Context: an optimization exercise on an open-source flow, tuned for a short achievable clock period and few clock cycles per item. The choices shown serve that exercise and are no tape-out recipe.
Only simulation tests tie the RTL to the original design; equivalence was not proved.
Power and IR drop assume default switching activity.

--- flow/design.v ---
package cache_pkg;
   typedef logic [(32 - ($clog2(8)) - ($clog2(4)) - ($clog2(32 / 8)))-1:0]      tag_t;
   typedef logic [($clog2(8))-1:0]    index_t;
   typedef logic [($clog2(4))-1:0] word_sel_t;  
   typedef logic [32-1:0]     word_t;
   typedef logic [(32 * 4)-1:0]     line_t;
   typedef struct packed {
      tag_t      tag;
      index_t    index;
      word_sel_t word_sel;
   } req_t;
   typedef struct packed {
      req_t        req;
      tag_t [1:0]  tags;
      logic [1:0]  valid;
      line_t [1:0] lines;
   } lookup_t;
   typedef struct packed {
      logic   write;
      logic   way;
      index_t index;
      tag_t   tag;
      line_t  line;
   } fill_t;
   typedef enum logic [1:0] {idle, fetch, wait_word, install} refill_state_t;
endpackage
`timescale 1ns/1ps
module sram_array #(
   parameter int width = 32,
   parameter int depth = 8
) (
   input  logic              clk,
   input  cache_pkg::index_t addr,
   input  logic [width-1:0]  wdata,
   input  logic              we,
   output logic [width-1:0]  rdata
);
   logic [width-1:0]  mem [depth];
   cache_pkg::index_t addr_q;
   always_ff @(posedge clk) begin
      if (we) begin
         mem[addr] <= wdata;
      end
      addr_q <= addr;  
   end
   assign rdata = mem[addr_q];
endmodule
`timescale 1ns/1ps
module cache_lookup (
   input  logic                    clk,
   input  logic                    reset,
   input  logic                    ce,
   input  logic [32-1:0] addr,
   input  logic                    busy,
   output logic                    ready,
   input  cache_pkg::fill_t        fill,
   output cache_pkg::index_t       array_addr,
   input  cache_pkg::tag_t [1:0]   tags,
   input  cache_pkg::line_t [1:0]  lines,
   output cache_pkg::lookup_t      lookup,
   output logic                    lookup_valid
);
   cache_pkg::req_t                         req_in;
   cache_pkg::req_t                         req_q;
   logic                         accept;
   logic [1:0][8-1:0]  valid_q;  
   assign req_in.tag      = addr[32-1 -: (32 - ($clog2(8)) - ($clog2(4)) - ($clog2(32 / 8)))];
   assign req_in.index    = addr[($clog2(32 / 8)) + ($clog2(4)) +: ($clog2(8))];
   assign req_in.word_sel = addr[($clog2(32 / 8)) +: ($clog2(4))];
   assign ready  = !lookup_valid && !busy;
   assign accept = ce && ready;
   assign array_addr = fill.write ? fill.index : req_in.index;
   always_ff @(posedge clk) begin
      if (reset) begin
         lookup_valid <= 1'b0;
         valid_q      <= '0;
      end else begin
         lookup_valid <= accept;
         if (fill.write) begin
            valid_q[fill.way][fill.index] <= 1'b1;
         end
      end
   end
   always_ff @(posedge clk) begin
      if (accept) begin
         req_q <= req_in;
      end
   end
   always_comb begin
      lookup.req   = req_q;
      lookup.tags  = tags;
      lookup.lines = lines;
      lookup.valid = {valid_q[1][req_q.index], valid_q[0][req_q.index]};
   end
endmodule
`timescale 1ns/1ps
module cache_hit_select (
   input  logic               clk,
   input  logic               reset,
   input  cache_pkg::lookup_t lookup,
   input  logic               lookup_valid,
   input  logic               fill_done,
   input  cache_pkg::word_t   fill_word,
   input  logic               rdata_ready,
   output cache_pkg::word_t   rdata,
   output logic               rdata_valid,
   output logic               busy,
   output logic               miss_start,
   output cache_pkg::req_t    miss_req,
   output logic               victim
);
   logic [1:0]             hit;
   logic                   hit_way;
   cache_pkg::line_t                  hit_line;
   cache_pkg::word_t                  hit_word;
   logic                   new_victim;
   logic                   miss_wait;  
   logic [8-1:0] lru;        
   always_comb begin
      for (int w = 0; w < 2; w++) begin
         hit[w] = lookup.valid[w] && (lookup.tags[w] == lookup.req.tag);
      end
   end
   assign hit_way  = hit[1];
   assign hit_line = lookup.lines[hit_way];
   assign hit_word = hit_line[lookup.req.word_sel * 32 +: 32];
   always_comb begin
      if (!lookup.valid[0]) begin
         new_victim = 1'b0;
      end else if (!lookup.valid[1]) begin
         new_victim = 1'b1;
      end else begin
         new_victim = lru[lookup.req.index];
      end
   end
   assign busy = rdata_valid || miss_wait;
   always_ff @(posedge clk) begin
      if (reset) begin
         rdata_valid <= 1'b0;
         miss_wait   <= 1'b0;
         miss_start  <= 1'b0;
         lru         <= '0;
      end else begin
         miss_start <= 1'b0;
         if (rdata_valid && rdata_ready) begin
            rdata_valid <= 1'b0;
         end
         if (lookup_valid) begin
            if (|hit) begin
               rdata_valid              <= 1'b1;
               lru[lookup.req.index]    <= ~hit_way;
            end else begin
               miss_start <= 1'b1;
               miss_wait  <= 1'b1;
            end
         end
         if (fill_done) begin
            rdata_valid         <= 1'b1;
            miss_wait           <= 1'b0;
            lru[miss_req.index] <= ~victim;  
         end
      end
   end
   always_ff @(posedge clk) begin
      if (lookup_valid && |hit) begin
         rdata <= hit_word;
      end else if (fill_done) begin
         rdata <= fill_word;
      end
      if (lookup_valid && !(|hit)) begin
         miss_req <= lookup.req;
         victim   <= new_victim;
      end
   end
endmodule
`timescale 1ns/1ps
module cache_refill (
   input  logic                     clk,
   input  logic                     reset,
   input  logic                     miss_start,
   input  cache_pkg::req_t          miss_req,
   input  logic                     victim,
   output logic [32-1:0] mem_addr,
   output logic                     mem_ce,
   input  cache_pkg::word_t         mem_rdata,
   input  logic                     mem_rdata_valid,
   output cache_pkg::fill_t         fill,
   output logic                     fill_done,
   output cache_pkg::word_t         fill_word
);
   cache_pkg::refill_state_t state;
   cache_pkg::word_sel_t     count;  
   cache_pkg::req_t          req_q;
   logic          way_q;
   cache_pkg::line_t         line_buf;
   logic          last_word;
   assign last_word = (count == cache_pkg::word_sel_t'(4 - 1));
   assign mem_ce   = (state == cache_pkg::fetch);
   assign mem_addr = {req_q.tag, req_q.index, count, {($clog2(32 / 8)){1'b0}}};
   always_ff @(posedge clk) begin
      if (reset) begin
         state     <= cache_pkg::idle;
         count     <= '0;
         fill_done <= 1'b0;
      end else begin
         fill_done <= 1'b0;
         case (state)
            cache_pkg::idle: begin
               if (miss_start) begin
                  count <= '0;
                  state <= cache_pkg::fetch;
               end
            end
            cache_pkg::fetch: state <= cache_pkg::wait_word;  
            cache_pkg::wait_word: begin
               if (mem_rdata_valid) begin
                  if (last_word) begin
                     state <= cache_pkg::install;
                  end else begin
                     count <= count + 1'b1;
                     state <= cache_pkg::fetch;
                  end
               end
            end
            cache_pkg::install: begin
               fill_done <= 1'b1;
               state     <= cache_pkg::idle;
            end
            default: state <= cache_pkg::idle;
         endcase
      end
   end
   always_ff @(posedge clk) begin
      if (state == cache_pkg::idle && miss_start) begin
         req_q <= miss_req;
         way_q <= victim;
      end
      if (state == cache_pkg::wait_word && mem_rdata_valid) begin
         line_buf[count * 32 +: 32] <= mem_rdata;
      end
   end
   always_comb begin
      fill.write = (state == cache_pkg::install);
      fill.way   = way_q;
      fill.index = req_q.index;
      fill.tag   = req_q.tag;
      fill.line  = line_buf;
   end
   assign fill_word = line_buf[req_q.word_sel * 32 +: 32];
endmodule
`timescale 1ns/1ps
module icache_top (
   input  logic                     clk,
   input  logic                     reset,
   input  logic                     ce,
   input  logic [32-1:0] addr,
   output logic                     ready,
   output cache_pkg::word_t         rdata,
   output logic                     rdata_valid,
   input  logic                     rdata_ready,
   output logic [32-1:0] mem_addr,
   output logic                     mem_ce,
   input  cache_pkg::word_t         mem_rdata,
   input  logic                     mem_rdata_valid
);
   logic        busy;
   logic        lookup_valid;
   logic        miss_start;
   logic        victim;
   logic        fill_done;
   cache_pkg::lookup_t     lookup;
   cache_pkg::req_t        miss_req;
   cache_pkg::fill_t       fill;
   cache_pkg::word_t       fill_word;
   cache_pkg::index_t      array_addr;
   cache_pkg::tag_t [1:0]  way_tags;
   cache_pkg::line_t [1:0] way_lines;
   cache_lookup lookup_i (
      .clk          (clk),
      .reset        (reset),
      .ce           (ce),
      .addr         (addr),
      .busy         (busy),
      .ready        (ready),
      .fill         (fill),
      .array_addr   (array_addr),
      .tags         (way_tags),
      .lines        (way_lines),
      .lookup       (lookup),
      .lookup_valid (lookup_valid)
   );
   cache_hit_select hit_select_i (
      .clk          (clk),
      .reset        (reset),
      .lookup       (lookup),
      .lookup_valid (lookup_valid),
      .fill_done    (fill_done),
      .fill_word    (fill_word),
      .rdata_ready  (rdata_ready),
      .rdata        (rdata),
      .rdata_valid  (rdata_valid),
      .busy         (busy),
      .miss_start   (miss_start),
      .miss_req     (miss_req),
      .victim       (victim)
   );
   cache_refill refill_i (
      .clk             (clk),
      .reset           (reset),
      .miss_start      (miss_start),
      .miss_req        (miss_req),
      .victim          (victim),
      .mem_addr        (mem_addr),
      .mem_ce          (mem_ce),
      .mem_rdata       (mem_rdata),
      .mem_rdata_valid (mem_rdata_valid),
      .fill            (fill),
      .fill_done       (fill_done),
      .fill_word       (fill_word)
   );
   for (genvar w = 0; w < 2; w++) begin : g_way
      logic way_we;
      assign way_we = fill.write && (fill.way == 1'(w));
      sram_array #(.width((32 - ($clog2(8)) - ($clog2(4)) - ($clog2(32 / 8)))), .depth(8)) tag_ram_i (
         .clk   (clk),
         .addr  (array_addr),
         .wdata (fill.tag),
         .we    (way_we),
         .rdata (way_tags[w])
      );
      sram_array #(.width((32 * 4)), .depth(8)) line_ram_i (
         .clk   (clk),
         .addr  (array_addr),
         .wdata (fill.line),
         .we    (way_we),
         .rdata (way_lines[w])
      );
   end
endmodule
--- flow/run.sh ---
#!/bin/bash
# synth_recipe.tcl (not shown) runs the flow's synth.tcl, then flattens the netlist and writes it again
# the make line also repeats each setting of config.mk as NAME=value (left out here)
make -C /OpenROAD-flow-scripts/flow DESIGN_CONFIG=/design/flow/config.mk WORK_HOME=/design/flow/orfs CLKGATE_MAP_FILE= SYNTH_SCRIPT=/design/flow/synth_recipe.tcl finish
--- flow/config.mk ---
export PLATFORM = sky130hd
export DESIGN_NAME = icache_top
export DESIGN_NICKNAME = icache_top
export VERILOG_FILES = /design/flow/design.v
export SDC_FILE = /design/flow/constraint.sdc
export NUM_CORES = 4
export LEC_CHECK = 0
export CAP_MARGIN = 20
export CORE_MARGIN = 2
export CORE_UTILIZATION = 40
export SLEW_MARGIN = 20
--- flow/constraint.sdc ---
create_clock -name core_clock -period 6.0 [get_ports {clk}]
set_input_delay 1.2000 -clock core_clock [delete_from_list [all_inputs] [get_ports {clk}]]
set_output_delay 1.2000 -clock core_clock [all_outputs]
set_load 0.01 [all_outputs]
==> results.txt, run 1 <==
* Outcome: no timing/DRC/antenna violations
* Via count at 51100
* Critical Path Sink Type: flop
* Clock skew at 71.4 ps
* Htree depth at 5
* Grt total ovfl at 0
* TritonCTS clock tree: built
* Vias per cell at 5.72
* Iteration-0 DRC count of the detailed router at 5815
* DRC at 0
* Hold path cells at 0
* Worst R2R Path Depth at 13
* Clk sinks at 2736
* Inserted Clock Buffers at 289
* Post-synth top area share at 76.5%
* Post-DRT Antenna Nets at 0
* Rel. slew slack at 25.4%
* Synth warnings at 5
* Gpl congestion at 0.747
* First-pass GRT wire length at 376000 um
* Clk slew on worst S/H paths at 60 ps
* Detailed Place HPWL at 128000 um
* Yosys top cell by area: edfxtp_1
* Mapped Cells at 4965
* PD cells at 320 mW/mm2
* Drt pass-1 iters at 5
* Worst Path Required at 6820 ps
* Syn Std Cell Area at 0.106 mm2
* Die area at 0.269 mm2
* Syn_area_per_cell at 21.3 um2
* Setup WS pre-CTS at 991 ps
* Post-CTS setup buffers at 0
* Insertion delay to the later sink of the worst-skew pair at 920 ps
* Final setup viols at 0
* Most frequent cells in the layout: 2700 x edfxtp_1, 628 x mux4_2, 304 x mux2i_1
* Clock buffer depth at 4
* Drt total wl at 263000 um
* Core area at 0.263 mm2
* Pin count of the biggest net entering global routing at 134
* Total track usage at 19.3%
* Final hold vios at 0
* Root Buffer: clkbuf_16
* Worst setup margin at 1010 ps
* Fin crit period at 4990 ps
* Max Cap Viol at 0
* Least-Margin Pin Slew at 1120 ps
* Fraction of layout cells with a size suffix above 1 at 21.8%
* Initial antenna violation count at 25
* Max-slew violations at 0
* Height of the die at 519 um
* Number of global-route vias before repair at 51700
* Initial Util at 40.3%
* Post-CTS Resized at 0
* Fin nets at 5299
* RSZ-0062 raised after global routing: no
* CP max FO at 74
* Row count at 188
* Post-route clock period utilization at 83.2%
* Synth area leaders: edfxtp_1 76%, mux4_2 13%, mux2i_1 2.9%
* IO Count at 136
* P_leak at 36.6 nW
* Slowest Stage Delay on Critical Path at 740 ps
* CP Class: flop to flop
* Commonest non-fill, non-tap cell in the layout: edfxtp_1
* IO buf count at 131
* Layout area overhead at 13.6%
* Fmax at 0.200 GHz
* Util after Layout at 45.8%
* Peak VDD IR at 286 uV
* Die width at 519 um
* Crit path cell chain: buf_4 > buf_4 > mux4_2 > mux2i_1 > xnor2_1 > nor4_1 > nand4_1 > nor4b_4 > o21a_4 > buf_12 > and2_1 > nand4_1 > a31oi_1
* Async SR Flop Fraction at 0%
* Hold WC Path Type: flop to flop
* Sequential-to-total area share from yosys stat at 77.2%
* Post-synth EDFFs at 2700
* Main synth FF type: edfxtp_1
* CTS Hold Bufs at 0
* Crit path DAT at 5810 ps
* Element type at the critical path start: flop
* Routed length per instance at 29.5 um
* Synth Register Bits at 2736
* Slowest CP cell: dfxtp_4
* Yosys cell types at 48
-- report_power, final --
part	total [W]	switching [W]	internal, W
sequential	0.0209	0.0000989	0.0208
clock	0.0165	0.00696	0.00950
combinational	0.00115	0.000626	0.000524
total	0.0385	0.00769	0.0308
-- through the flow --
step	total power, W	instance area (um2)	instances	TNS (ps)	hold WS, ps
6_report	0.0385	120000	8920	0	413
5_1_grt	0.0396	120000	8915	0	422
4_1_cts	0.0388	120000	8914	0	410
3_5_place_dp	0.0225	112000	8437	0	405
3_3_place_gp	0.0224	112000	8435	0	401
2_1_floorplan	0.0220	106000	4966	-3009320	400
-- cell families (layout without fill, tap and decap cells) --
| family | after synthesis | after routing | synth area share [%] |
|---|---|---|---|
| compound gates | 356 | 356 | 2.09 |
| xor+xnor | 53 | 53 | 0.438 |
| fa+ha+maj | 17 | 17 | 0.201 |
| buf+inv | 430 | 863 | 1.81 |
| flops | 2736 | 2736 | 77.2 |
| mux | 969 | 969 | 16.6 |
| other cells | 1 | 8 | 0.00354 |
| simple gates | 403 | 403 | 1.67 |
-- state kept, by name, summed over array words and instances, names as in the netlist, 2 cells and up, named ones only --
| register | flops |
|---|---|
| refill_i.state | 2 |
| g_way.line_ram_i.mem | 2048 |
| g_way.tag_ram_i.mem | 400 |
| lookup_i.valid_q | 16 |
| refill_i.count | 2 |
| refill_i.line_buf | 128 |
| lookup_i.req_q | 30 |
| hit_select_i.rdata | 32 |
| refill_i.req_q | 30 |
| hit_select_i.lru | 8 |
| hit_select_i.miss_req | 30 |
-- synthesized netlist by cell type, drive strengths merged, types with 7 or more instances --
library cell,count
a21oi,28
a221oi,43
a22o,9
a31oi,39
and2,7
buf,133
clkbuf,157
dfxtp,36
edfxtp,2700
ha,17
inv,140
mux2,37
mux2i,304
mux4,628
nand2,187
nand3,18
nand4,13
nor2,114
nor2b,15
nor3,14
nor4,10
o211ai,32
o21ai,131
o22ai,66
xnor2,22
xor2,31
-- worst max-delay path, delay by kind of cell (launching register included) --
family / cells / cell delay [ps]
compound gates: 2 / 420
xor+xnor: 1 / 110
buf+inv: 3 / 1410
flops: 1 / 740
mux: 2 / 540
simple gates: 5 / 1630
-- area by class of cell --
class | instances | area [um2]
Tap cell | 3515 | 4400
Clock inverter | 126 | 902
Clock buffer | 351 | 7600
Antenna cell | 6 | 15.0
Multi-Input combinational cell | 1800 | 22500
Timing Repair Buffer | 246 | 2630
Fill cell | 22000 | 143000
Sequential cell | 2736 | 81800
Inverter | 140 | 531
-- per-layer routing --
metal | GRT usage (%) | vias up | part of all wire (%) | routed length, um
li1 | - | 21000 | - | -
met3 | 3.16 | 423 | 7.3 | 19300
met2 | 30.8 | 1945 | 48 | 125000
met1 | 27.9 | 27700 | 43 | 113000
met4 | 4.72 | 8 | 2.3 | 6000
met5 | 0 | - | 0.022 | 59
-- final timing paths --
| path | endpoint | slack (ps) | start |
|---|---|---|---|
| worst max-delay path | hit_select_i.lru[7]$_SDFF_PP0_ | 1010 | flop |
| worst min-delay path | refill_i.req_q[19]$_DFFE_PP_ | 410 | hit_select_i.miss_req[19]$_DFFE_PP_ |
| worst max register to register | hit_select_i.lru[7]$_SDFF_PP0_ | 1010 | flop |
| worst min register to register | refill_i.req_q[19]$_DFFE_PP_ | 410 | hit_select_i.miss_req[19]$_DFFE_PP_ |
Testbench counts, summed over its fixed seeds: cycles 121,535, items 20,000.
==> inputs of run 2 (changes only) <==
--- a/flow/design.v
+++ b/flow/design.v
@@ -263,77 +263,266 @@
    input  cache_pkg::word_t         mem_rdata,
    input  logic                     mem_rdata_valid
 );
-   logic        busy;
-   logic        lookup_valid;
-   logic        miss_start;
-   logic        victim;
-   logic        fill_done;
-   cache_pkg::lookup_t     lookup;
-   cache_pkg::req_t        miss_req;
-   cache_pkg::fill_t       fill;
-   cache_pkg::word_t       fill_word;
-   cache_pkg::index_t      array_addr;
-   cache_pkg::tag_t [1:0]  way_tags;
-   cache_pkg::line_t [1:0] way_lines;
-   cache_lookup lookup_i (
-      .clk          (clk),
-      .reset        (reset),
-      .ce           (ce),
-      .addr         (addr),
-      .busy         (busy),
-      .ready        (ready),
-      .fill         (fill),
-      .array_addr   (array_addr),
-      .tags         (way_tags),
-      .lines        (way_lines),
-      .lookup       (lookup),
-      .lookup_valid (lookup_valid)
-   );
-   cache_hit_select hit_select_i (
-      .clk          (clk),
-      .reset        (reset),
-      .lookup       (lookup),
-      .lookup_valid (lookup_valid),
-      .fill_done    (fill_done),
-      .fill_word    (fill_word),
-      .rdata_ready  (rdata_ready),
-      .rdata        (rdata),
-      .rdata_valid  (rdata_valid),
-      .busy         (busy),
-      .miss_start   (miss_start),
-      .miss_req     (miss_req),
-      .victim       (victim)
-   );
-   cache_refill refill_i (
-      .clk             (clk),
-      .reset           (reset),
-      .miss_start      (miss_start),
-      .miss_req        (miss_req),
-      .victim          (victim),
-      .mem_addr        (mem_addr),
-      .mem_ce          (mem_ce),
-      .mem_rdata       (mem_rdata),
-      .mem_rdata_valid (mem_rdata_valid),
-      .fill            (fill),
-      .fill_done       (fill_done),
-      .fill_word       (fill_word)
-   );
-   for (genvar w = 0; w < 2; w++) begin : g_way
-      logic way_we;
-      assign way_we = fill.write && (fill.way == 1'(w));
-      sram_array #(.width((32 - ($clog2(8)) - ($clog2(4)) - ($clog2(32 / 8)))), .depth(8)) tag_ram_i (
-         .clk   (clk),
-         .addr  (array_addr),
-         .wdata (fill.tag),
-         .we    (way_we),
-         .rdata (way_tags[w])
-      );
-      sram_array #(.width((32 * 4)), .depth(8)) line_ram_i (
-         .clk   (clk),
-         .addr  (array_addr),
-         .wdata (fill.line),
-         .we    (way_we),
-         .rdata (way_lines[w])
-      );
+   localparam int Q  = 32;             
+   localparam int QW = $clog2(Q + 1);
+   localparam int D  = 8;             
+   localparam int DW = $clog2(D);
+   logic [15:0][24:0]   tag_q;
+   logic [15:0]         valid_q;
+   logic [7:0]          lru_q;        
+   logic [63:0][31:0]   data_q;
+   logic [63:0]         pres_q;       
+   logic [15:0][DW-1:0] own_q;        
+   logic        r_v;
+   logic [29:0] r_a;                  
+   logic        ready_q;
+   logic        accept;
+   assign ready  = ready_q;
+   assign accept = ce && ready_q;
+   logic [24:0] r_tag;
+   logic [2:0]  r_set;
+   logic [1:0]  r_k;
+   assign r_tag = r_a[29:5];
+   assign r_set = r_a[4:2];
+   assign r_k   = r_a[1:0];
+   logic [D-1:0][27:0]   mq_line;     
+   logic [D-1:0]         mq_way;
+   logic [D-1:0][1:0]    mq_k0;       
+   logic [DW-1:0]        mq_head, mq_iss, mq_tail;
+   logic [DW:0]          mq_cnt;
+   logic [1:0]           iss_cnt;     
+   logic                 have_read_q;
+   logic [29:0]          nr_addr;
+   logic                 nr_way;
+   logic                 nr_last;
+   logic                 outst_q;
+   logic [DW-1:0]        out_seq;
+   logic [1:0]           out_k;
+   logic [3:0]           out_slot;
+   logic                 out_last;
+   logic                 arr_v;
+   logic [31:0]          arr_data;
+   logic [DW-1:0]        arr_seq;
+   logic [1:0]           arr_k;
+   logic [3:0]           arr_slot;
+   logic                 arr_last;
+   logic strobe;
+   assign strobe   = have_read_q && (!outst_q || mem_rdata_valid);
+   assign mem_ce   = strobe;
+   assign mem_addr = {nr_addr, 2'b00};
+   logic        h0, h1, hit, victim, lk_way;
+   logic [3:0]  hslot;
+   logic [31:0] hd;
+   logic        hp;
+   logic [DW-1:0] ho;
+   logic        miss;
+   always_comb begin
+      h0     = valid_q[{1'b0, r_set}] && (tag_q[{1'b0, r_set}] == r_tag);
+      h1     = valid_q[{1'b1, r_set}] && (tag_q[{1'b1, r_set}] == r_tag);
+      hit    = h0 || h1;
+      miss   = r_v && !hit;
+      if (!valid_q[{1'b0, r_set}])      victim = 1'b0;
+      else if (!valid_q[{1'b1, r_set}]) victim = 1'b1;
+      else                              victim = lru_q[r_set];
+      lk_way = hit ? h1 : victim;
+      hslot  = {h1, r_set};
+      hd     = data_q[{hslot, r_k}];
+      hp     = pres_q[{hslot, r_k}];
+      ho     = own_q[hslot];
+   end
+   logic          n_dv;
+   logic [31:0]   n_data;
+   logic [DW-1:0] n_seq;
+   logic          n_fwd;
+   always_comb begin
+      n_seq  = hit ? ho : mq_tail;
+      n_fwd  = arr_v && (arr_seq == ho) && (arr_k == r_k);
+      n_dv   = hit && (hp || n_fwd);
+      n_data = hp ? hd : arr_data;
+   end
+   logic [Q-1:0]          q_v;
+   logic [Q-1:0]          q_dv;
+   logic [Q-1:0][31:0]    q_data;
+   logic [Q-1:0][DW-1:0]  q_seq;
+   logic [Q-1:0][1:0]     q_k;
+   logic [QW-1:0]         q_cnt;
+   assign rdata_valid = q_v[0] && q_dv[0];
+   assign rdata       = q_data[0];
+   logic pop;
+   assign pop = rdata_valid && rdata_ready;
+   logic [Q-1:0]          c_dv;
+   logic [Q-1:0][31:0]    c_data;
+   always_comb begin
+      for (int i = 0; i < Q; i++) begin
+         if (q_v[i] && !q_dv[i] && arr_v && q_seq[i] == arr_seq && q_k[i] == arr_k) begin
+            c_dv[i]   = 1'b1;
+            c_data[i] = arr_data;
+         end else begin
+            c_dv[i]   = q_dv[i];
+            c_data[i] = q_data[i];
+         end
+      end
+   end
+   logic [Q-1:0]          a_v, a_dv, b_v, b_dv;
+   logic [Q-1:0][31:0]    a_data, b_data;
+   logic [Q-1:0][DW-1:0]  a_seq, b_seq;
+   logic [Q-1:0][1:0]     a_k, b_k;
+   always_comb begin
+      for (int i = 0; i < Q; i++) begin
+         if (r_v && q_cnt == QW'(i)) begin
+            a_v[i] = 1'b1; a_dv[i] = n_dv; a_data[i] = n_data; a_seq[i] = n_seq; a_k[i] = r_k;
+         end else begin
+            a_v[i] = q_v[i]; a_dv[i] = c_dv[i]; a_data[i] = c_data[i]; a_seq[i] = q_seq[i]; a_k[i] = q_k[i];
+         end
+         if (r_v && q_cnt == QW'(i + 1)) begin
+            b_v[i] = 1'b1; b_dv[i] = n_dv; b_data[i] = n_data; b_seq[i] = n_seq; b_k[i] = r_k;
+         end else if (i < Q - 1) begin
+            b_v[i] = q_v[i+1]; b_dv[i] = c_dv[i+1]; b_data[i] = c_data[i+1]; b_seq[i] = q_seq[i+1]; b_k[i] = q_k[i+1];
+         end else begin
+            b_v[i] = 1'b0; b_dv[i] = 1'b0; b_data[i] = c_data[i]; b_seq[i] = q_seq[i]; b_k[i] = q_k[i];
+         end
+      end
+   end
+   logic [QW-1:0] q_cnt_a, q_cnt_b;
+   assign q_cnt_a = q_cnt + QW'(r_v);
+   assign q_cnt_b = q_cnt + QW'(r_v) - QW'(1);
+   logic [DW:0] mq_cnt_n;
+   assign mq_cnt_n = mq_cnt + (DW+1)'(miss) - (DW+1)'(arr_v && arr_last);
+   always_ff @(posedge clk) begin
+      if (reset) begin
+         q_v   <= '0;
+         q_cnt <= '0;
+      end else if (pop) begin
+         q_v   <= b_v;
+         q_cnt <= q_cnt_b;
+      end else begin
+         q_v   <= a_v;
+         q_cnt <= q_cnt_a;
+      end
+   end
+   always_ff @(posedge clk) begin
+      if (pop) begin
+         q_dv   <= b_dv;
+         q_data <= b_data;
+         q_seq  <= b_seq;
+         q_k    <= b_k;
+      end else begin
+         q_dv   <= a_dv;
+         q_data <= a_data;
+         q_seq  <= a_seq;
+         q_k    <= a_k;
+      end
+   end
+   logic ready_a, ready_b;
+   always_comb begin
+      ready_a = (q_cnt_a + QW'(accept) <= QW'(Q - 1)) && (mq_cnt_n + (DW+1)'(accept) <= (DW+1)'(D - 2));
+      ready_b = (q_cnt_b + QW'(accept) <= QW'(Q - 1)) && (mq_cnt_n + (DW+1)'(accept) <= (DW+1)'(D - 2));
+   end
+   always_ff @(posedge clk) begin
+      if (reset) begin
+         r_v     <= 1'b0;
+         ready_q <= 1'b1;
+      end else begin
+         r_v     <= accept;
+         ready_q <= pop ? ready_b : ready_a;
+      end
+   end
+   always_ff @(posedge clk) begin
+      if (accept) begin
+         r_a <= addr[31:2];
+      end
+   end
+   always_ff @(posedge clk) begin
+      if (reset) begin
+         valid_q <= '0;
+         lru_q   <= '0;
+      end else if (r_v) begin
+         lru_q[r_set] <= !lk_way;
+         if (!hit) begin
+            valid_q[{victim, r_set}] <= 1'b1;
+         end
+      end
+   end
+   always_ff @(posedge clk) begin
+      if (arr_v && own_q[arr_slot] == arr_seq) begin
+         data_q[{arr_slot, arr_k}] <= arr_data;
+         pres_q[{arr_slot, arr_k}] <= 1'b1;
+      end
+      if (miss) begin
+         tag_q[{victim, r_set}]             <= r_tag;
+         own_q[{victim, r_set}]             <= mq_tail;
+         pres_q[{victim, r_set, 2'b00} +: 4] <= 4'b0000;
+      end
+   end
+   always_ff @(posedge clk) begin
+      if (miss) begin
+         mq_line[mq_tail] <= {r_tag, r_set};
+         mq_way[mq_tail]  <= victim;
+         mq_k0[mq_tail]   <= r_k;
+      end
+   end
+   logic [DW-1:0] iss_s;
+   logic [1:0]    cnt_s;
+   logic [DW-1:0] tail_n;
+   assign iss_s  = (iss_cnt == 2'd3) ? mq_iss + 1'b1 : mq_iss;
+   assign cnt_s  = iss_cnt + 1'b1;
+   assign tail_n = miss ? mq_tail + 1'b1 : mq_tail;
+   logic [30:0] ln_0, ln_s;
+   always_comb begin
+      if (miss && mq_iss == mq_tail) ln_0 = {r_tag, r_set, victim, r_k};
+      else                           ln_0 = {mq_line[mq_iss], mq_way[mq_iss], mq_k0[mq_iss]};
+      if (miss && iss_s == mq_tail)  ln_s = {r_tag, r_set, victim, r_k};
+      else                           ln_s = {mq_line[iss_s], mq_way[iss_s], mq_k0[iss_s]};
+   end
+   logic [29:0] nra_0, nra_s;
+   assign nra_0 = {ln_0[30:3], ln_0[1:0] + iss_cnt};
+   assign nra_s = {ln_s[30:3], ln_s[1:0] + cnt_s};
+   always_ff @(posedge clk) begin
+      if (reset) begin
+         mq_head     <= '0;
+         mq_iss      <= '0;
+         mq_tail     <= '0;
+         mq_cnt      <= '0;
+         iss_cnt     <= '0;
+         have_read_q <= 1'b0;
+         outst_q     <= 1'b0;
+         arr_v       <= 1'b0;
+      end else begin
+         mq_tail <= tail_n;
+         mq_cnt  <= mq_cnt_n;
+         if (arr_v && arr_last) mq_head <= mq_head + 1'b1;
+         arr_v <= mem_rdata_valid;
+         if (strobe) begin
+            mq_iss      <= iss_s;
+            iss_cnt     <= cnt_s;
+            have_read_q <= iss_s != tail_n;
+            outst_q     <= 1'b1;
+         end else begin
+            have_read_q <= mq_iss != tail_n;
+            if (mem_rdata_valid) outst_q <= 1'b0;
+         end
+      end
+   end
+   always_ff @(posedge clk) begin
+      if (strobe) begin
+         nr_addr  <= nra_s;
+         nr_way   <= ln_s[2];
+         nr_last  <= cnt_s == 2'd3;
+         out_seq  <= mq_iss;
+         out_k    <= nr_addr[1:0];
+         out_slot <= {nr_way, nr_addr[4:2]};
+         out_last <= nr_last;
+      end else begin
+         nr_addr  <= nra_0;
+         nr_way   <= ln_0[2];
+         nr_last  <= iss_cnt == 2'd3;
+      end
+      if (mem_rdata_valid) begin
+         arr_data <= mem_rdata;
+         arr_seq  <= out_seq;
+         arr_k    <= out_k;
+         arr_slot <= out_slot;
+         arr_last <= out_last;
+      end
    end
 endmodule
==> results.txt, run 2 <==
* Total Power at 0.0843 W (+120%)
* Fin crit period at 5570 ps (+579 ps)
* Height of the die at 741 um (+43%)
* Fmax at 0.180 GHz (-10%)
* Post-synth EDFFs at 2869 (+6.3%)
* Peak VDD IR at 262 uV (-8.3%)
* Worst R2R Setup Slack at 430 ps (-580 ps)
* Mux cell area share after synthesis at 31.4% (+15 points)
* Max reg flops at 2048 (unchanged)
* Least-Margin Pin Slew at 1200 ps (+77.2 ps)
* Post-DRT Antenna Nets at 0 (unchanged)
* Worst setup margin at 430 ps (-579 ps)
* Most numerous cell in the Yosys netlist: mux2_2
* Compound-Gate Fraction of Synth Area at 6.77% (+4.7 points)
* Largest family of logic cells by synthesized area: multiplexers
* Drt total wl at 633000 um (+140%)
* CTS Hold Bufs at 0 (unchanged)
* Yosys cell types at 89 (+85%)
* Fraction of layout cells with a size suffix above 1 at 33.6% (+12 points)
* Core area at 0.541 mm2 (+110%)
* Synth area leaders: edfxtp_1 40%, mux2_2 16%, dfxtp_1 12%
* Root Buffer: clkbuf_16
* Post-CTS setup buffers at 0 (unchanged)
* Syn_area_per_cell at 13.1 um2 (-39%)
* IO buf count at 131 (unchanged)
* Initial Util at 40.2% (-0.11 points)
* Main synth FF type: edfxtp_1
* Max Used Layer: met5
* Clock buffer depth at 4 (unchanged)
* Layout area overhead at 11.9%
* Syn Std Cell Area at 0.217 mm2 (+110%)
* Biggest regs: data_q (2048), q_data (1024), tag_q (400)
* Power Internal at 0.0595 W (+93%)
* Crit path DAT at 6200 ps (+390 ps)
* Gpl congestion at 0.952 (+27%)
* Hold WC Path Type: flop to flop
* Detailed Place HPWL at 383000 um (+200%)
* Synth Register Bits at 4217 (+54%)
* Fin nets at 16200 (+210%)
* Psw at 0.0248 W (+220%)
* P_leak at 86.5 nW (+140%)
* Via count at 140000 (+170%)
* Inserted Clock Buffers at 462 (+60%)
* Synth warnings at 1 (-4)
* Final setup viols at 0 (unchanged)
* Sw Share at 29.4% (+9.5 points)
* Routed wl met2 at 294000 um (+130%)
* Drt pass-1 iters at 9 (+4)
* DRC at 0 (unchanged)
* Critical Path Sink Type: flop
* Rel. slew slack at 19.5% (-6.0 points)
* Clock skew at 77.4 ps (+5.96 ps)
* First-pass GRT wire length at 938000 um (+150%)
* Initial antenna violation count at 27 (+8.0%)
* Die area at 0.549 mm2 (+100%)
* Insertion delay to the later sink of the worst-skew pair at 1080 ps (+160 ps)
* Sequential-to-total area share from yosys stat at 52.0% (-25 points)
* Grt total ovfl at 0 (unchanged)
* Synth Area in Adders at 0.273% (+0.072 points)
* Number of global-route vias before repair at 137000 (+160%)
* Post-route clock period utilization at 92.8% (+9.6 points)
* Row count at 270 (+44%)
* Die width at 741 um (+43%)
* PD cells at 347 mW/mm2 (+8.5%)
* Commonest non-fill, non-tap cell in the layout: mux2_2
* Vias per cell at 5.92 (+3.4%)
* Met3 wire len at 42500 um (+120%)
* Clk sinks at 4217 (+54%)
* Post-synthesis xor/xnor area fraction at 0.975% (+0.54 points)
* Total track usage at 22.3% (+3.0 points)
* Post-synth top cells: 3097 x mux2_2, 2869 x edfxtp_1, 1612 x nand2_1
* CP max FO at 177 (+140%)
* Most frequent cells in the layout: 3097 x mux2_2, 2869 x edfxtp_1, 1593 x nand2_1
* Combinational share of power at 22.5% (+20 points)
* Post-CTS Resized at 0 (unchanged)
* Yosys top cell by area: edfxtp_1
* CP Class: flop to flop
* Mapped Cells at 16600 (+230%)
* TritonCTS clock tree: built
* Element type at the critical path start: flop
* Worst Path Required at 6630 ps (-190 ps)
* Htree depth at 5 (unchanged)
* Setup TNS Final at 0 ps (unchanged)
* Async SR Flop Fraction at 0% (unchanged)
* Final hold vios at 0 (unchanged)
* Pin count of the biggest net entering global routing at 178 (+33%)
* Outcome: no timing/DRC/antenna violations
* Sequential share of power at 43.9% (-10 points)
* Post-synth top area share at 39.6% (-37 points)
* RSZ-0062 raised after global routing: no
* Iteration-0 DRC count of the detailed router at 14100 (+140%)
* Clock share of power at 33.6% (-9.2 points)
* Max Cap Viol at 0 (unchanged)
* Clk slew on worst S/H paths at 60 ps (about the same)
* Wl on met1 at 276000 um (+140%)
* Routed length per instance at 26.7 um (-9.6%)
* IO Count at 136 (unchanged)
* Setup WS pre-CTS at 520 ps (-472 ps)
* Register with the most flip-flops: data_q
* Post-Synth Simple-Gate Area at 5.20% (+3.5 points)
* Max-slew violations at 0 (unchanged)
## run 2: cell count changes in the layout (fill, tap and decap cells not counted), sizes merged, moves of 279 or more
| cell | delta |
|---|---|
| mux2 | +3061 |
| nand2 | +1425 |
| dfxtp | +1312 |
| o21ai | +1104 |
| mux2i | +985 |
| buf | +532 |
| a22o | +442 |
| nor2 | +366 |
| clkbuf | +279 |
## run 2: final timing paths
| kind | start | to | cells after the start |
|---|---|---|---|
| hold reg to reg | nr_last$_DFF_P_ | out_last$_DFFE_PP_ | 0 |
| setup / recovery | r_a[2]$_DFFE_PP_ | tag_q[78]$_DFFE_PP_ | 11 |
| setup reg to reg | r_a[2]$_DFFE_PP_ | tag_q[78]$_DFFE_PP_ | 11 |
| hold / removal | nr_last$_DFF_P_ | out_last$_DFFE_PP_ | 0 |
## run 2: metal layers
metal	vias up	global-route usage [%]
met2	4711	36.1
met5	-	0
met1	72100	30.9
met3	985	3.51
met4	2	6.61
li1	62400	-
## run 2: power groups by stage
stage	clock, W	combinational, W	sequential, W
2_1_floorplan	0	0.0126	0.0390
3_3_place_gp	0	0.0185	0.0375
3_5_place_dp	0	0.0188	0.0376
4_1_cts	0.0289	0.0189	0.0370
5_1_grt	0.0300	0.0202	0.0374
6_report	0.0283	0.0190	0.0370
## run 2: critical path: stages, from the launching register on
cell	delay, ps
edfxtp_1	520
buf_12	340
mux4_2	540
mux2i_1	640
a211o_1	250
a2111oi_4	60
and4_4	260
buf_12	190
nor3b_4	210
buf_4	320
buf_12	630
buf_12	690
## run 2: area by class of cell
class	count	area [um2]
clock buffers	630	12800
diodes	9	22.5
clock inverters	214	2040
fillers	48100	298000
multi-input cells	10600	98200
well taps	7208	9020
repair buffers	776	7820
inverters	51	199
flip-flops and latches	4217	113000
## run 2: cells by family (layout without fill, tap and decap cells)
group	count (synthesis)	count (layout)
AOI/OAI and AO/OA	2344	2344
and+or+nand+nor	2677	2677
muxes	5293	5293
adders and majority gates	45	45
other	1	11
xor gates and xnor gates	242	242
DFF	4217	4217
buffers and inverters	1785	1671
## run 2: stage by stage
stage                     cells  area [um2]  hold WS [ps]  utilization (%)
after CTS                 23700      243000           410             45.0
after global placement    22900      228000           389             42.2
after floorplan           16600      217000           386                -
final                     23700      243000           412             45.0
after global routing      23700      243000           421             45.0
after detailed placement  22900      228000           392             42.2
Testbench counts of run 2, summed over its fixed seeds: cycles 38,570, items 20,000.

## separate check: timing with driven ports
The results above use ideal ports. As a check the final layouts listed here were re-extracted and re-timed, cells and wires unchanged. Step 1, drivers: a clkbuf_16 drives clk and a buf_2 each remaining input, both assumed. Step 2 also shifts input and output timing later by t, the mid clock arrival at the registers, as if the neighbouring blocks saw the same clock. Three values: no drivers, after step 1, after step 2; two values: the first two.
| run | t (ns) | setup WS [ns] | worst setup path at the end | worst register clock-pin slew, ns | cell pins on the clock port's net |
|---|---|---|---|---|---|
| run 1 | 0.972 | 1.009 / 1.009 / 1.009 | register to register | 0.07 / 0.07 | 1 |
| run 2 | 1.154 | 0.430 / 0.430 / 0.430 | register to register | 0.07 / 0.07 | 1 |
After both steps every run listed still meets setup and hold.
